From an optimization exercise on the open Yosys and OpenROAD flow, aimed at small area, a short achievable clock period and few clock cycles per item; shortcuts taken in it are not production practice.
In this exercise RTL edits were held to simulation tests only and were not proved equivalent to the original.

<file path="flow/config.mk">
export PLATFORM = sky130hd
export DESIGN_NAME = flock_separation_steer
export DESIGN_NICKNAME = flock_separation_steer
export VERILOG_FILES = /design/flow/design.v
export SDC_FILE = /design/flow/constraint.sdc
export NUM_CORES = 4
export LEC_CHECK = 0
export CAP_MARGIN = 20
export CORE_MARGIN = 2
export CORE_UTILIZATION = 40
export SETUP_SLACK_MARGIN = 5
export SLEW_MARGIN = 20
</file>
<file path="flow/design.v">
`timescale 1ns / 1ps
module fss_add64 (
	input  logic [63:0] a,
	input  logic [63:0] b,
	input  logic        ci,
	output logic [63:0] s,
	output logic        co
);
	logic [63:0] p0, g0;
	logic [6:0][63:0] g;
	logic [6:0][63:0] p;
	assign p0 = a ^ b;
	assign g0 = a & b;
	always_comb begin
		g[0] = g0;
		p[0] = p0;
		g[0][0] = g0[0] | (p0[0] & ci);
		for (int l = 0; l < 6; l++) begin
			for (int i = 0; i < 64; i++) begin
				if (i >= (1 << l)) begin
					g[l+1][i] = g[l][i] | (p[l][i] & g[l][i-(1<<l)]);
					p[l+1][i] = p[l][i] & p[l][i-(1<<l)];
				end else begin
					g[l+1][i] = g[l][i];
					p[l+1][i] = p[l][i];
				end
			end
		end
	end
	assign s  = p0 ^ {g[6][62:0], ci};
	assign co = g[6][63];
endmodule
`timescale 1ns / 1ps
module fss_lane (
	input  logic        clk,
	input  logic [3:0]  asel,    
	input  logic [5:0]  bsel,    
	input  logic [4:0]  isel_n,  
	input  logic [6:0]  rsel,    
	input  logic [5:0]  qsel,    
	input  logic [2:0]  msel,    
	input  logic [2:0]  nsel,    
	input  logic        mul_first,
	input  logic        s_we,
	input  logic        sg_we,
	input  logic        ng_we,
	input  logic        first,
	input  logic [63:0] r_oth,
	input  logic [63:0] dv,
	input  logic [63:0] r_in,
	input  logic [30:0] m_in,
	input  logic [23:0] ms,
	output logic [63:0] r,
	output logic [31:0] q,
	output logic [30:0] m,
	output logic        carry
);
	logic [47:0] s;
	logic        sg, ng;
	logic [32:0] cx, cy, cz, cs;
	logic [31:0] cm;
	logic [30:0] clo;
	logic [63:0] a, b, bx, sum, rnorm, rn;
	logic        inv, a47, m_nx30, s_nx47, ng_nx, sg_nx;
	logic        ovf, pos_sat, neg_sat, hi, use_sum;
	logic [23:0] oc;
	assign cx  = mul_first ? 33'd0 : r[63:31];
	assign clo = mul_first ? 31'd0 : r[30:0];
	assign cy  = q[0] ? {2'b00, m} : 33'd0;
	assign cz  = q[1] ? {1'b0, m, 1'b0} : 33'd0;
	assign cs  = cx ^ cy ^ cz;
	assign cm  = (cx[31:0] & cy[31:0]) | (cx[31:0] & cz[31:0]) | (cy[31:0] & cz[31:0]);
	assign a47 = !first & s[47];
	assign a = ({64{asel[0]}} & r)
		| ({64{asel[1]}} & {r[62:0], 1'b0})
		| ({64{asel[2]}} & {cs[32:0], clo})
		| ({64{asel[3] & !first}} & {{16{s[47]}}, s});
	assign b = ({64{bsel[0]}} & {cm, 32'd0})
		| ({64{bsel[1]}} & r_oth)
		| ({64{bsel[2]}} & dv)
		| ({64{bsel[3]}} & {32'd0, q})
		| ({64{bsel[4]}} & {{16{s[47]}}, s})
		| ({64{bsel[5]}} & {{2{m[30]}}, m, 31'd0});
	assign m_nx30 = msel[1] ? sum[61] : msel[0] ? m_in[30] : msel[2] ? r[30] : m[30];
	assign s_nx47 = s_we ? (sum[47] ^ ovf) : s[47];
	assign ng_nx  = ng_we ? !m[30] : ng;
	assign sg_nx  = sg_we ? s[47] : sg;
	assign bx = b ^ {64{inv}};
	fss_add64 u_add (.a(a), .b(bx), .ci(inv), .s(sum), .co(carry));
	assign ovf = (!a47 & !ng & sum[47]) | (a47 & ng & !sum[47]);
	assign hi = |q[31:24];
	assign pos_sat = hi | q[23];
	assign neg_sat = hi | (q[23] & (|q[22:0]));
	assign oc = sg ? (neg_sat ? 24'h800000 : sum[23:0]) : (pos_sat ? 24'h7FFFFF : sum[23:0]);
	assign rnorm = nsel[0] ? {r[59:0], 4'd0} : nsel[1] ? {r[62:0], 1'b0}
		: nsel[2] ? {2'b00, r[63:2]} : r;
	assign use_sum = rsel[0] | (rsel[2] & carry);
	assign rn = ({64{rsel[1]}} & {2'b00, sum[63:2]})
		| ({64{rsel[2]}} & a)
		| ({64{rsel[3]}} & {5'd0, m, 28'd0})
		| ({64{rsel[4]}} & rnorm)
		| ({64{rsel[5]}} & r_in)
		| ({64{rsel[6]}} & {sum[63:24], oc});
	always_ff @(posedge clk) begin
		if (|rsel) r <= use_sum ? sum : rn;
		case (1'b1)
			qsel[0]: q <= {2'b00, q[31:2]};
			qsel[1]: q <= {q[30:0], carry};
			qsel[2]: q <= sum[62:31];
			qsel[3]: q <= {r[30:0], 1'b0};
			qsel[4]: q <= {8'd0, ms};
			qsel[5]: q <= 32'h8000_0000;
			default: ;
		endcase
		case (1'b1)
			msel[0]: m <= m_in;
			msel[1]: m <= sum[61:31];
			msel[2]: m <= r[30:0];
			default: ;
		endcase
		if (s_we) s <= ovf ? (sum[47] ? 48'h7FFF_FFFF_FFFF : 48'h8000_0000_0000) : sum[47:0];
		if (sg_we) sg <= s[47];
		if (ng_we) ng <= !m[30];
		inv <= isel_n[0] | (isel_n[1] & m_nx30) | (isel_n[2] & ng_nx) | (isel_n[3] & s_nx47)
			| (isel_n[4] & sg_nx);
	end
endmodule
`timescale 1ns / 1ps
module flock_separation_steer #(
	parameter int SUM_WIDTH = 48
) (
	input  logic        clk,
	input  logic        arst_n,
	input  logic        nbr_valid,
	output logic        nbr_ready,
	input  logic [23:0] agent_x,
	input  logic [23:0] agent_y,
	input  logic [23:0] neighbor_x,
	input  logic [23:0] neighbor_y,
	input  logic        last_neighbor,
	input  logic        no_neighbors,
	output logic        steer_valid,
	input  logic        steer_ready,
	output logic [23:0] vel_x,
	output logic [23:0] vel_y,
	output logic        valid_res,
	input  logic        cfg_valid,
	output logic        cfg_ready,
	input  logic        cfg_index,
	input  logic [23:0] cfg_data
);
	localparam logic [4:0] S_IDLE = 5'd0, S_CFGA = 5'd1, S_CFGB = 5'd2, S_MULC = 5'd3,
		S_MD2W = 5'd4, S_L2 = 5'd5, S_L3 = 5'd6, S_MULN = 5'd7, S_ADD = 5'd8, S_CMP = 5'd9,
		S_DIVN = 5'd10, S_ACC = 5'd11, S_FIN1 = 5'd12, S_NORM = 5'd13, S_SQS = 5'd14,
		S_MULS = 5'd15, S_SQADD = 5'd16, S_SQRT = 5'd17, S_NLOAD = 5'd18, S_MULP = 5'd19,
		S_DIVP = 5'd20, S_OCALC = 5'd21, S_ZERO = 5'd22, S_OUT = 5'd23;
	localparam int A_R = 0, A_R1 = 1, A_CSA = 2, A_S = 3;
	localparam int B_CSA = 0, B_OTH = 1, B_D = 2, B_Q = 3, B_S = 4, B_M = 5;
	localparam int I_1 = 0, I_M = 1, I_NG = 2, I_S = 3, I_SG = 4;
	localparam int R_SUM = 0, R_SUM2 = 1, R_REST = 2, R_M28 = 3, R_NORM = 4, R_IN = 5,
		R_OC = 6;
	localparam int Q_SR2 = 0, Q_DIV = 1, Q_SUM = 2, Q_R2X = 3, Q_MS = 4, Q_SENT = 5;
	localparam int M_IN = 0, M_SUM = 1, M_R = 2;
	localparam int D_MD2 = 0, D_SR2 = 1, D_SQRT = 2, D_RX = 3, D_ZERO = 4, D_SL31 = 5;
	localparam int C_CLR = 0, C_INC2 = 1, C_INC1 = 2, C_DEC1 = 3;
	logic [4:0]  st, st_n;
	logic [5:0]  cnt;
	logic [63:0] d;
	logic [23:0] ms_q;
	logic [31:0] md2_q;
	logic        first, skip, sv, vres, f_last, f_empty, nrdy, crdy;
	logic [3:0]  asel, asel_n;
	logic [5:0]  bsel, bsel_n;
	logic [4:0]  isel_n;
	logic [6:0]  rxs, rxs_n, rys, rys_n;
	logic [5:0]  qxs, qxs_n, qys, qys_n;
	logic [2:0]  msel, msel_n;
	logic [5:0]  dop, dop_n;
	logic [3:0]  cop, cop_n;
	logic        mulf, mulf_n, c_acc, c_acc_n, c_sg, c_sg_n, c_ng, c_ng_n, c_cap, c_cap_n;
	logic [63:0] rx, ry, bitv, dvx;
	logic [31:0] qx, qy;
	logic [30:0] mx, my;
	logic        cx, cy;
	logic [30:0] mx_in, my_in;
	logic [47:0] mor;
	logic [2:0]  nsel;
	logic        mul_last, is_mul, n_zero, n_done, skip_n;
	assign mx_in    = (st == S_CFGA) ? {15'd0, cfg_data[15:0]} : {{7{agent_x[23]}}, agent_x};
	assign my_in    = (st == S_CFGA) ? 31'd0 : {{7{agent_y[23]}}, agent_y};
	assign mul_last = ~|(qx[31:2] | qy[31:2]);
	assign is_mul   = (st == S_MULC) || (st == S_MULN) || (st == S_MULS) || (st == S_MULP);
	assign bitv     = dop[D_SQRT] ? (64'd1 << (7'd62 - {cnt, 1'b0})) : 64'd0;
	assign dvx      = d | bitv;
	assign skip_n   = !cx || (mx == 31'd0 && my == 31'd0);
	assign mor     = rx[47:0] | ry[47:0];
	assign nsel[2] = |mor[47:32];
	assign nsel[0] = !(|mor[47:26]);
	assign nsel[1] = !nsel[2] && (mor[31] || (!mor[30] && (|mor[29:26])));
	assign n_zero  = (mor == 48'd0);
	assign n_done  = (!nsel[2] && !mor[31] && mor[30])
		|| (nsel[0] && mor[26])
		|| (nsel[1] && !mor[31] && mor[29])
		|| (mor[32] && !(|mor[47:33]));
	assign nbr_ready   = nrdy;
	assign cfg_ready   = crdy;
	assign steer_valid = sv;
	assign vel_x       = rx[23:0];
	assign vel_y       = ry[23:0];
	assign valid_res   = vres;
	fss_lane u_lx (
		.clk(clk), .asel(asel), .bsel(bsel), .isel_n(isel_n), .rsel(rxs), .qsel(qxs),
		.msel(msel), .nsel(nsel), .mul_first(mulf), .s_we(c_acc && !skip), .sg_we(c_sg),
		.ng_we(c_ng), .first(first), .r_oth(ry), .dv(dvx),
		.r_in({{9{neighbor_x[23]}}, neighbor_x, 31'd0}), .m_in(mx_in), .ms(ms_q),
		.r(rx), .q(qx), .m(mx), .carry(cx)
	);
	fss_lane u_ly (
		.clk(clk), .asel(asel), .bsel(bsel), .isel_n(isel_n), .rsel(rys), .qsel(qys),
		.msel(msel), .nsel(nsel), .mul_first(mulf), .s_we(c_acc && !skip), .sg_we(c_sg),
		.ng_we(c_ng), .first(first), .r_oth(64'd0), .dv(d),
		.r_in({{9{neighbor_y[23]}}, neighbor_y, 31'd0}), .m_in(my_in), .ms(ms_q),
		.r(ry), .q(qy), .m(my), .carry(cy)
	);
	always_comb begin
		st_n = st;
		case (st)
			S_IDLE: begin
				if (nbr_valid) st_n = S_L2;
				else if (cfg_valid) st_n = S_CFGA;
			end
			S_CFGA:  st_n = cfg_index ? S_CFGB : S_IDLE;
			S_CFGB:  st_n = S_MULC;
			S_MULC:  if (mul_last) st_n = S_MD2W;
			S_MULN:  if (mul_last) st_n = S_ADD;
			S_MULS:  if (mul_last) st_n = S_SQADD;
			S_MULP:  if (mul_last) st_n = S_DIVP;
			S_MD2W:  st_n = S_IDLE;
			S_L2:    st_n = f_empty ? S_ZERO : S_L3;
			S_L3:    st_n = S_MULN;
			S_ADD:   st_n = S_CMP;
			S_CMP:   st_n = S_DIVN;
			S_DIVN:  if (cnt == 6'd26 || skip) st_n = S_ACC;
			S_ACC: begin
				if (f_last) st_n = S_FIN1;
				else st_n = nbr_valid ? S_L2 : S_IDLE;
			end
			S_FIN1:  st_n = first ? S_ZERO : S_NORM;
			S_NORM: begin
				if (n_zero) st_n = S_ZERO;
				else if (n_done) st_n = S_SQS;
			end
			S_SQS:   st_n = S_MULS;
			S_SQADD: st_n = S_SQRT;
			S_SQRT:  if (cnt == 6'd31) st_n = S_NLOAD;
			S_NLOAD: st_n = S_MULP;
			S_DIVP:  if (cnt == 6'd1) st_n = S_OCALC;
			S_OCALC: st_n = S_OUT;
			S_ZERO:  st_n = S_OUT;
			S_OUT:   if (steer_ready) st_n = S_IDLE;
			default: st_n = S_IDLE;
		endcase
	end
	always_comb begin
		asel_n = '0; bsel_n = '0; isel_n = '0; rxs_n = '0; rys_n = '0; qxs_n = '0;
		qys_n = '0; msel_n = '0; dop_n = '0; cop_n = '0;
		mulf_n = 1'b0; c_acc_n = 1'b0; c_sg_n = 1'b0; c_ng_n = 1'b0; c_cap_n = 1'b0;
		case (st_n)
			S_IDLE: c_cap_n = 1'b1;
			S_CFGA: msel_n[M_IN] = 1'b1;
			S_CFGB: begin
				bsel_n[B_M] = 1'b1; isel_n[I_M] = 1'b1; msel_n[M_SUM] = 1'b1;
				qxs_n[Q_SUM] = 1'b1; qys_n[Q_SENT] = 1'b1; cop_n[C_CLR] = 1'b1;
			end
			S_MULC, S_MULN, S_MULS, S_MULP: begin
				asel_n[A_CSA] = 1'b1; bsel_n[B_CSA] = 1'b1;
				rxs_n[R_SUM2] = 1'b1; rys_n[R_SUM2] = 1'b1;
				qxs_n[Q_SR2] = 1'b1; qys_n[Q_SR2] = 1'b1;
				cop_n[C_INC2] = 1'b1;
				dop_n[D_SR2] = (st_n == S_MULN);
				mulf_n = !is_mul;
			end
			S_L2: begin
				asel_n[A_R] = 1'b1; bsel_n[B_M] = 1'b1; isel_n[I_1] = 1'b1;
				msel_n[M_SUM] = 1'b1;
			end
			S_L3: begin
				bsel_n[B_M] = 1'b1; isel_n[I_M] = 1'b1; msel_n[M_SUM] = 1'b1;
				qxs_n[Q_SUM] = 1'b1; qys_n[Q_SUM] = 1'b1;
				c_ng_n = 1'b1; dop_n[D_MD2] = 1'b1; cop_n[C_CLR] = 1'b1;
			end
			S_ADD: begin
				asel_n[A_R] = 1'b1; bsel_n[B_OTH] = 1'b1; rxs_n[R_SUM] = 1'b1;
			end
			S_CMP: begin
				asel_n[A_R] = 1'b1; bsel_n[B_D] = 1'b1; isel_n[I_1] = 1'b1;
				rxs_n[R_M28] = 1'b1; rys_n[R_M28] = 1'b1; dop_n[D_RX] = 1'b1;
			end
			S_DIVN, S_DIVP: begin
				asel_n[A_R1] = 1'b1; bsel_n[B_D] = 1'b1; isel_n[I_1] = 1'b1;
				rxs_n[R_REST] = 1'b1; rys_n[R_REST] = 1'b1;
				qxs_n[Q_DIV] = 1'b1; qys_n[Q_DIV] = 1'b1;
				if (st_n == S_DIVN) cop_n[C_INC1] = 1'b1;
				else cop_n[C_DEC1] = 1'b1;
			end
			S_ACC: begin
				asel_n[A_S] = 1'b1; bsel_n[B_Q] = 1'b1; isel_n[I_NG] = 1'b1;
				c_acc_n = 1'b1;
				c_cap_n = !f_last;
			end
			S_FIN1: begin
				bsel_n[B_S] = 1'b1; isel_n[I_S] = 1'b1;
				rxs_n[R_SUM] = 1'b1; rys_n[R_SUM] = 1'b1; c_sg_n = 1'b1;
			end
			S_NORM: begin
				rxs_n[R_NORM] = 1'b1; rys_n[R_NORM] = 1'b1;
			end
			S_SQS: begin
				msel_n[M_R] = 1'b1; qxs_n[Q_R2X] = 1'b1; qys_n[Q_R2X] = 1'b1;
				cop_n[C_CLR] = 1'b1;
			end
			S_SQADD: begin
				asel_n[A_R] = 1'b1; bsel_n[B_OTH] = 1'b1; rxs_n[R_SUM] = 1'b1;
				dop_n[D_ZERO] = 1'b1; cop_n[C_CLR] = 1'b1;
			end
			S_SQRT: begin
				asel_n[A_R] = 1'b1; bsel_n[B_D] = 1'b1; isel_n[I_1] = 1'b1;
				rxs_n[R_REST] = 1'b1; dop_n[D_SQRT] = 1'b1; cop_n[C_INC1] = 1'b1;
			end
			S_NLOAD: begin
				dop_n[D_SL31] = 1'b1; qxs_n[Q_MS] = 1'b1; qys_n[Q_MS] = 1'b1;
				cop_n[C_CLR] = 1'b1;
			end
			S_OCALC: begin
				bsel_n[B_Q] = 1'b1; isel_n[I_SG] = 1'b1;
				rxs_n[R_OC] = 1'b1; rys_n[R_OC] = 1'b1;
			end
			S_ZERO: begin
				rxs_n[R_SUM] = 1'b1; rys_n[R_SUM] = 1'b1;
			end
			default: ;
		endcase
		if (c_cap_n) begin
			rxs_n[R_IN] = 1'b1; rys_n[R_IN] = 1'b1; msel_n[M_IN] = 1'b1;
		end
	end
	always_ff @(posedge clk or negedge arst_n) begin
		if (!arst_n) begin
			st    <= S_IDLE;
			sv    <= 1'b0;
			nrdy  <= 1'b1;
			crdy  <= 1'b0;
			first <= 1'b1;
			ms_q  <= 24'd256;
			md2_q <= 32'd1;
			c_acc <= 1'b0;
			c_cap <= 1'b1;
		end else begin
			st    <= st_n;
			nrdy  <= (st_n == S_IDLE) || (st_n == S_ACC && !f_last);
			crdy  <= (st_n == S_CFGA);
			c_acc <= c_acc_n;
			c_cap <= c_cap_n;
			if (st == S_CFGA && !cfg_index) ms_q <= cfg_data;
			if (st == S_MD2W) md2_q <= {rx[30:0], mx[0]};
			if (st == S_OCALC || st == S_ZERO) sv <= 1'b1;
			else if (st == S_OUT && steer_ready) sv <= 1'b0;
			if (c_acc && !skip) first <= 1'b0;
			else if (st == S_FIN1 || st == S_ZERO) first <= 1'b1;
		end
	end
	always_ff @(posedge clk) begin
		asel <= asel_n; bsel <= bsel_n; rxs <= rxs_n; rys <= rys_n;
		qxs  <= qxs_n; qys <= qys_n; msel <= msel_n; dop <= dop_n; cop <= cop_n;
		mulf <= mulf_n; c_sg <= c_sg_n; c_ng <= c_ng_n;
		case (1'b1)
			cop[C_CLR]:  cnt <= 6'd0;
			cop[C_INC2]: cnt <= cnt + 6'd2;
			cop[C_INC1]: cnt <= cnt + 6'd1;
			cop[C_DEC1]: cnt <= cnt - 6'd1;
			default: ;
		endcase
		case (1'b1)
			dop[D_MD2]:  d <= {1'b0, md2_q, 31'd0};
			dop[D_SR2]:  d <= {2'b00, d[63:2]};
			dop[D_SQRT]: d <= {1'b0, d[63:1]} | (cx ? bitv : 64'd0);
			dop[D_RX]:   d <= rx;
			dop[D_ZERO]: d <= 64'd0;
			dop[D_SL31]: d <= {d[32:0], 31'd0};
			default: ;
		endcase
		if (c_cap) begin
			f_last  <= last_neighbor;
			f_empty <= no_neighbors;
		end
		if (st == S_CMP) skip <= skip_n;
		if (st == S_OCALC) vres <= 1'b1;
		else if (st == S_ZERO) vres <= 1'b0;
	end
endmodule
</file>
<file path="flow/constraint.sdc">
create_clock -name core_clock -period 11.0 [get_ports {clk}]
set_input_delay 2.2000 -clock core_clock [delete_from_list [all_inputs] [get_ports {clk}]]
set_output_delay 2.2000 -clock core_clock [all_outputs]
set_load 0.01 [all_outputs]
</file>
<file path="flow/run.sh">
#!/bin/bash
# synth_recipe.tcl (not shown) runs the flow's synth.tcl, then flattens the netlist and writes it again
# the make line also repeats each setting of config.mk as NAME=value (left out here)
make -C /OpenROAD-flow-scripts/flow DESIGN_CONFIG=/design/flow/config.mk WORK_HOME=/design/flow/orfs CLKGATE_MAP_FILE= SYNTH_SCRIPT=/design/flow/synth_recipe.tcl finish
</file>
==> results.txt <==
-- metrics by stage --
step	area, µm²	hold slack [ps]
2_1_floorplan	46900	448
3_3_place_gp	49600	473
3_5_place_dp	49600	486
4_1_cts	52200	500
5_1_grt	52700	510
6_report	52700	498
-- state kept, by name, indices dropped and copies added (netlist names), 4 cells and up --
name and cells:
bsel 4, cnt 6, d 64, md2_q 32
ms_q 24, qys 6, rys 4, st 5
u_lx.m 31, u_lx.q 32, u_lx.r 64, u_lx.s 48
u_ly.m 31, u_ly.q 32, u_ly.r 64, u_ly.s 48
-- kinds of logic after synthesis --
family	share of synthesized area [%]
buffers and inverters	6.52
multiplexers	4.53
AND/OR/NAND/NOR	16.6
AO/OA/AOI/OAI	29.7
adder cells (fa/ha/maj)	6.39
flip-flops	31.3
XOR/XNOR	4.92
-- worst min-delay path by stage --
stage | startpoint | endpoint | slack, ps | cells past startpoint
2_1_floorplan | cop[0] | cnt[1] | 450 | 1
3_3_place_gp | md2_q[31] | md2_q[31] | 470 | 2
3_5_place_dp | md2_q[31] | md2_q[31] | 490 | 2
4_1_cts | md2_q[31] | md2_q[31] | 500 | 2
5_1_grt | md2_q[4] | md2_q[4] | 510 | 1
6_report | vres | vres | 500 | 2
-- layer usage --
layer | up-vias | GRT usage [%]
met2 | 5054 | 60.3
li1 | 21100 | -
met4 | 24 | 34.1
met3 | 1244 | 18.1
met5 | - | 1.36
met1 | 25100 | 55.3
-- layout make-up --
cell class                 count  area (µm²)
antenna                       14        35.0
clock buffer                 102        2030
clock inverter                28         255
fill                       11500       63500
inverter                     133         504
multi-input combinational   4426       29800
sequential                   526       14700
tap                         1524        1910
timing repair buffer         369        3430
-- what timing repair did --
item / in CTS / in global routing
gates cloned: 3 / 1
buffers inserted: 4 / 13
pin swaps: 2 / 7
resized for setup: 55 / 67
endpoints found under the setup margin: 338 / 300
-- critical path, cell delays in order, from the launching register on --
cell,delay (ps)
sky130_fd_sc_hd__edfxtp_1,490
sky130_fd_sc_hd__buf_4,330
sky130_fd_sc_hd__and2_1,230
sky130_fd_sc_hd__fa_1,430
sky130_fd_sc_hd__a222oi_1,370
sky130_fd_sc_hd__nand2_1,90
sky130_fd_sc_hd__a21oi_1,150
sky130_fd_sc_hd__xnor2_1,120
sky130_fd_sc_hd__ha_1,440
sky130_fd_sc_hd__and3_1,300
sky130_fd_sc_hd__nand2_1,90
sky130_fd_sc_hd__or4_1,670
sky130_fd_sc_hd__o21a_1,260
sky130_fd_sc_hd__xnor2_1,620
sky130_fd_sc_hd__inv_1,350
sky130_fd_sc_hd__a211oi_2,600
sky130_fd_sc_hd__a21oi_1,80
sky130_fd_sc_hd__o21ai_0,230
-- cell usage after synthesis, types with 24 or more instances --
library cell / n
sky130_fd_sc_hd__inv_1: 130
sky130_fd_sc_hd__buf_1: 83
sky130_fd_sc_hd__dfrtp_1: 62
sky130_fd_sc_hd__nand2_1: 743
sky130_fd_sc_hd__dfxtp_1: 78
sky130_fd_sc_hd__nand2b_1: 50
sky130_fd_sc_hd__ha_1: 140
sky130_fd_sc_hd__nor2_1: 323
sky130_fd_sc_hd__a21oi_1: 518
sky130_fd_sc_hd__mux2_2: 58
sky130_fd_sc_hd__a221o_1: 41
sky130_fd_sc_hd__nor4_1: 50
sky130_fd_sc_hd__a22oi_1: 188
sky130_fd_sc_hd__a21o_1: 74
sky130_fd_sc_hd__and3_1: 33
sky130_fd_sc_hd__o211ai_1: 40
sky130_fd_sc_hd__o21ai_0: 447
sky130_fd_sc_hd__and2_1: 102
sky130_fd_sc_hd__o22ai_1: 73
sky130_fd_sc_hd__clkbuf_1: 495
sky130_fd_sc_hd__o31ai_1: 26
sky130_fd_sc_hd__nor3_1: 55
sky130_fd_sc_hd__nor2b_1: 95
sky130_fd_sc_hd__nand3_1: 104
sky130_fd_sc_hd__fa_1: 62
sky130_fd_sc_hd__xor2_1: 74
sky130_fd_sc_hd__buf_4: 48
sky130_fd_sc_hd__a211oi_1: 79
sky130_fd_sc_hd__xnor2_1: 189
sky130_fd_sc_hd__edfxtp_1: 381
sky130_fd_sc_hd__nand4_1: 54
sky130_fd_sc_hd__a31oi_1: 47
sky130_fd_sc_hd__mux2i_1: 147
sky130_fd_sc_hd__a22o_1: 24
sky130_fd_sc_hd__a222oi_1: 184
sky130_fd_sc_hd__a221oi_1: 108
==> implementation parameters <==
Parameter                              Value

Finish
  Layout cell share with drive strength beyond 1 ... 9.08%
  Synth-to-Final Area Change ... 12.5%
  Leading cell type in the layout, fill and taps excluded ... sky130_fd_sc_hd__nand2_1
  Share of the core filled with cells ... 45.4%
  Commonest cells after routing, fill and taps aside ... sky130_fd_sc_hd__nand2_1 (741), sky130_fd_sc_hd__a21oi_1 (513), sky130_fd_sc_hd__o21ai_0 (440)
  Post-layout nets ... 5857
  Non-filler instance count after layout ... 7122

Critical path
  Critical Path End ... u_lx.q[12]
  Critical Path Source Type ... flip-flop
  Worst r2r src ... u_lx.q[1]
  Launch point of the critical path ... u_lx.q[1]
  Req. time, crit path ... 11490 ps
  R2R Path End ... u_lx.q[12]
  Category of the critical setup timing path ... flip-flop to flip-flop
  Register-to-register setup slack ... 4920 ps
  Element type at the critical path end ... flip-flop
  Arrival @ worst endpoint ... 6570 ps
  Cell depth of the worst flop-to-flop path ... 17
  Largest fanout of any net on the critical path ... 32

GRT
  Gr usage total ... approximately 44%
  Number of antenna violations at the first check in global routing ... 31
  Pin count of the biggest net entering global routing ... 131
  Global-route wire length before repair ... approximately 380000 µm
  Via count of the first global-routing pass ... 48000
  Aggregate global routing overflow ... 0

Die
  IO Count ... 180
  Chip width ... 346 µm
  Vertical die dimension ... 346 µm
  Core Region ... 0.116 mm²
  Total Die Area ... between 0.1 and 0.15 mm²
  FP Rows ... 125
  Starting Density ... roughly two fifths

Detailed routing
  Drt total wl ... around 280000 µm
  TritonRoute pass-1 iters ... 14
  Number of vias per cell after detailed routing ... 7.38
  Uppermost routed layer ... met5
  Total DRC errors in the routed layout ... 0
  Via total after detailed routing ... 52600
  ANT nets after route ... 0
  Initial detailed-routing violation count ... 11400
  Detailed-route wire length per cell ... 39.2 µm
  Routed metal-1 wirelength ... approximately 100000 µm
  Routed met3 length ... 43500 µm
  Detailed-routed wire length on met2 ... 109000 µm

Clock tree
  Clock-pin slew on the worst setup and hold paths ... 60 ps
  Count of H-tree levels built during CTS ... 3
  Buffer depth of the longest clock path ... 3
  Clk sink count ... approximately 530
  Inserted Clock Buffers ... 71
  TritonCTS clock tree ... done
  Cts hold-fix bufs ... 0
  Clock latency on the worst-skew pair ... 690 ps
  Clock root buffer master ... sky130_fd_sc_hd__clkbuf_16

Place
  RePlAce Congestion ... ~1.1
  Placed cells ... between 6000 and 7000
  Port Buffer Count ... 179
  Sum of net half-perimeters after detailed placement ... 196000 µm
  Dpl ws ... 3550 ps

Synthesis
  Area leader, netlist ... sky130_fd_sc_hd__edfxtp_1
  Count of cell types in the netlist ... 85
  Warning count from the yosys run ... 3
  Mean instance size in the synthesized netlist ... between 8 and 9 µm²
  Post-synthesis instance total ... 5712
  Primary FF master, synth ... sky130_fd_sc_hd__edfxtp_1
  Post-synthesis sequential element count ... 526
  Count of flip-flops with a built-in enable after synthesis ... ~380
  Net count after synthesis ... 6042
  Area share of the largest cell type after synthesis ... 24.4%
  Part of the Yosys area used for sequential elements ... around a third
  Post-synthesis instance area ... 0.0469 mm²
  Share of synthesized flip-flops with an asynchronous set or reset ... 12.7%
  Top cells by area in the synthesized netlist ... sky130_fd_sc_hd__edfxtp_1 (24%), sky130_fd_sc_hd__nand2_1 (6.0%), sky130_fd_sc_hd__a21oi_1 (5.5%), sky130_fd_sc_hd__o21ai_0 (4.8%), sky130_fd_sc_hd__clkbuf_1 (4.0%)

Timing
  Final setup violation count ... 0
  Period utilization ... 55.3%
  Setup_tns ... 0 ps
  Final hold violation count ... 0
  Actual slew at the worst max-slew pin ... 1320 ps
  Worst rel slew slack ... 11.2%
  Final worst slack ... between 4000 and 5000 ps
  Max Fclk ... between 150 and 200 MHz
  Unrepaired setup endpoints after global routing ... true
  Final Critical Period ... 6080 ps
  Setup clock skew after layout ... 26.9 ps
  Count of final max-slew check failures ... 0

Job
  Max Cap Viol ... 0

Outcome
  Outcome ... finished clean

Min path
  Type of the worst min-delay path ... flip-flop to flip-flop
Testbench counts, summed over its fixed seeds: cycles 146,910, items 800.

-- static timing again, ports no longer ideal --
The results above use ideal ports. As a check the final layout listed here was re-extracted and re-timed, cells and wires unchanged.
Step 1 assumes that a clkbuf_16 drives the clock port and a buf_2 every other input.
Step 2 also shifts input and output timing later by t, the mid clock arrival at the registers, as if the neighbouring blocks saw the same clock.
Three values: ideal ports, drivers, drivers and shift; two values: the first two.
t, ns: 0.750
setup WS [ns]: 4.919 / 4.919 / 4.919
hold WS [ns]: 0.498 / 0.498 / 0.498
worst data-port slew with drivers (ns): 0.09
After both steps this run still meets setup and hold. The setup slack of this run moves by 0.000 ns with the drivers and by 0.000 ns with both steps.
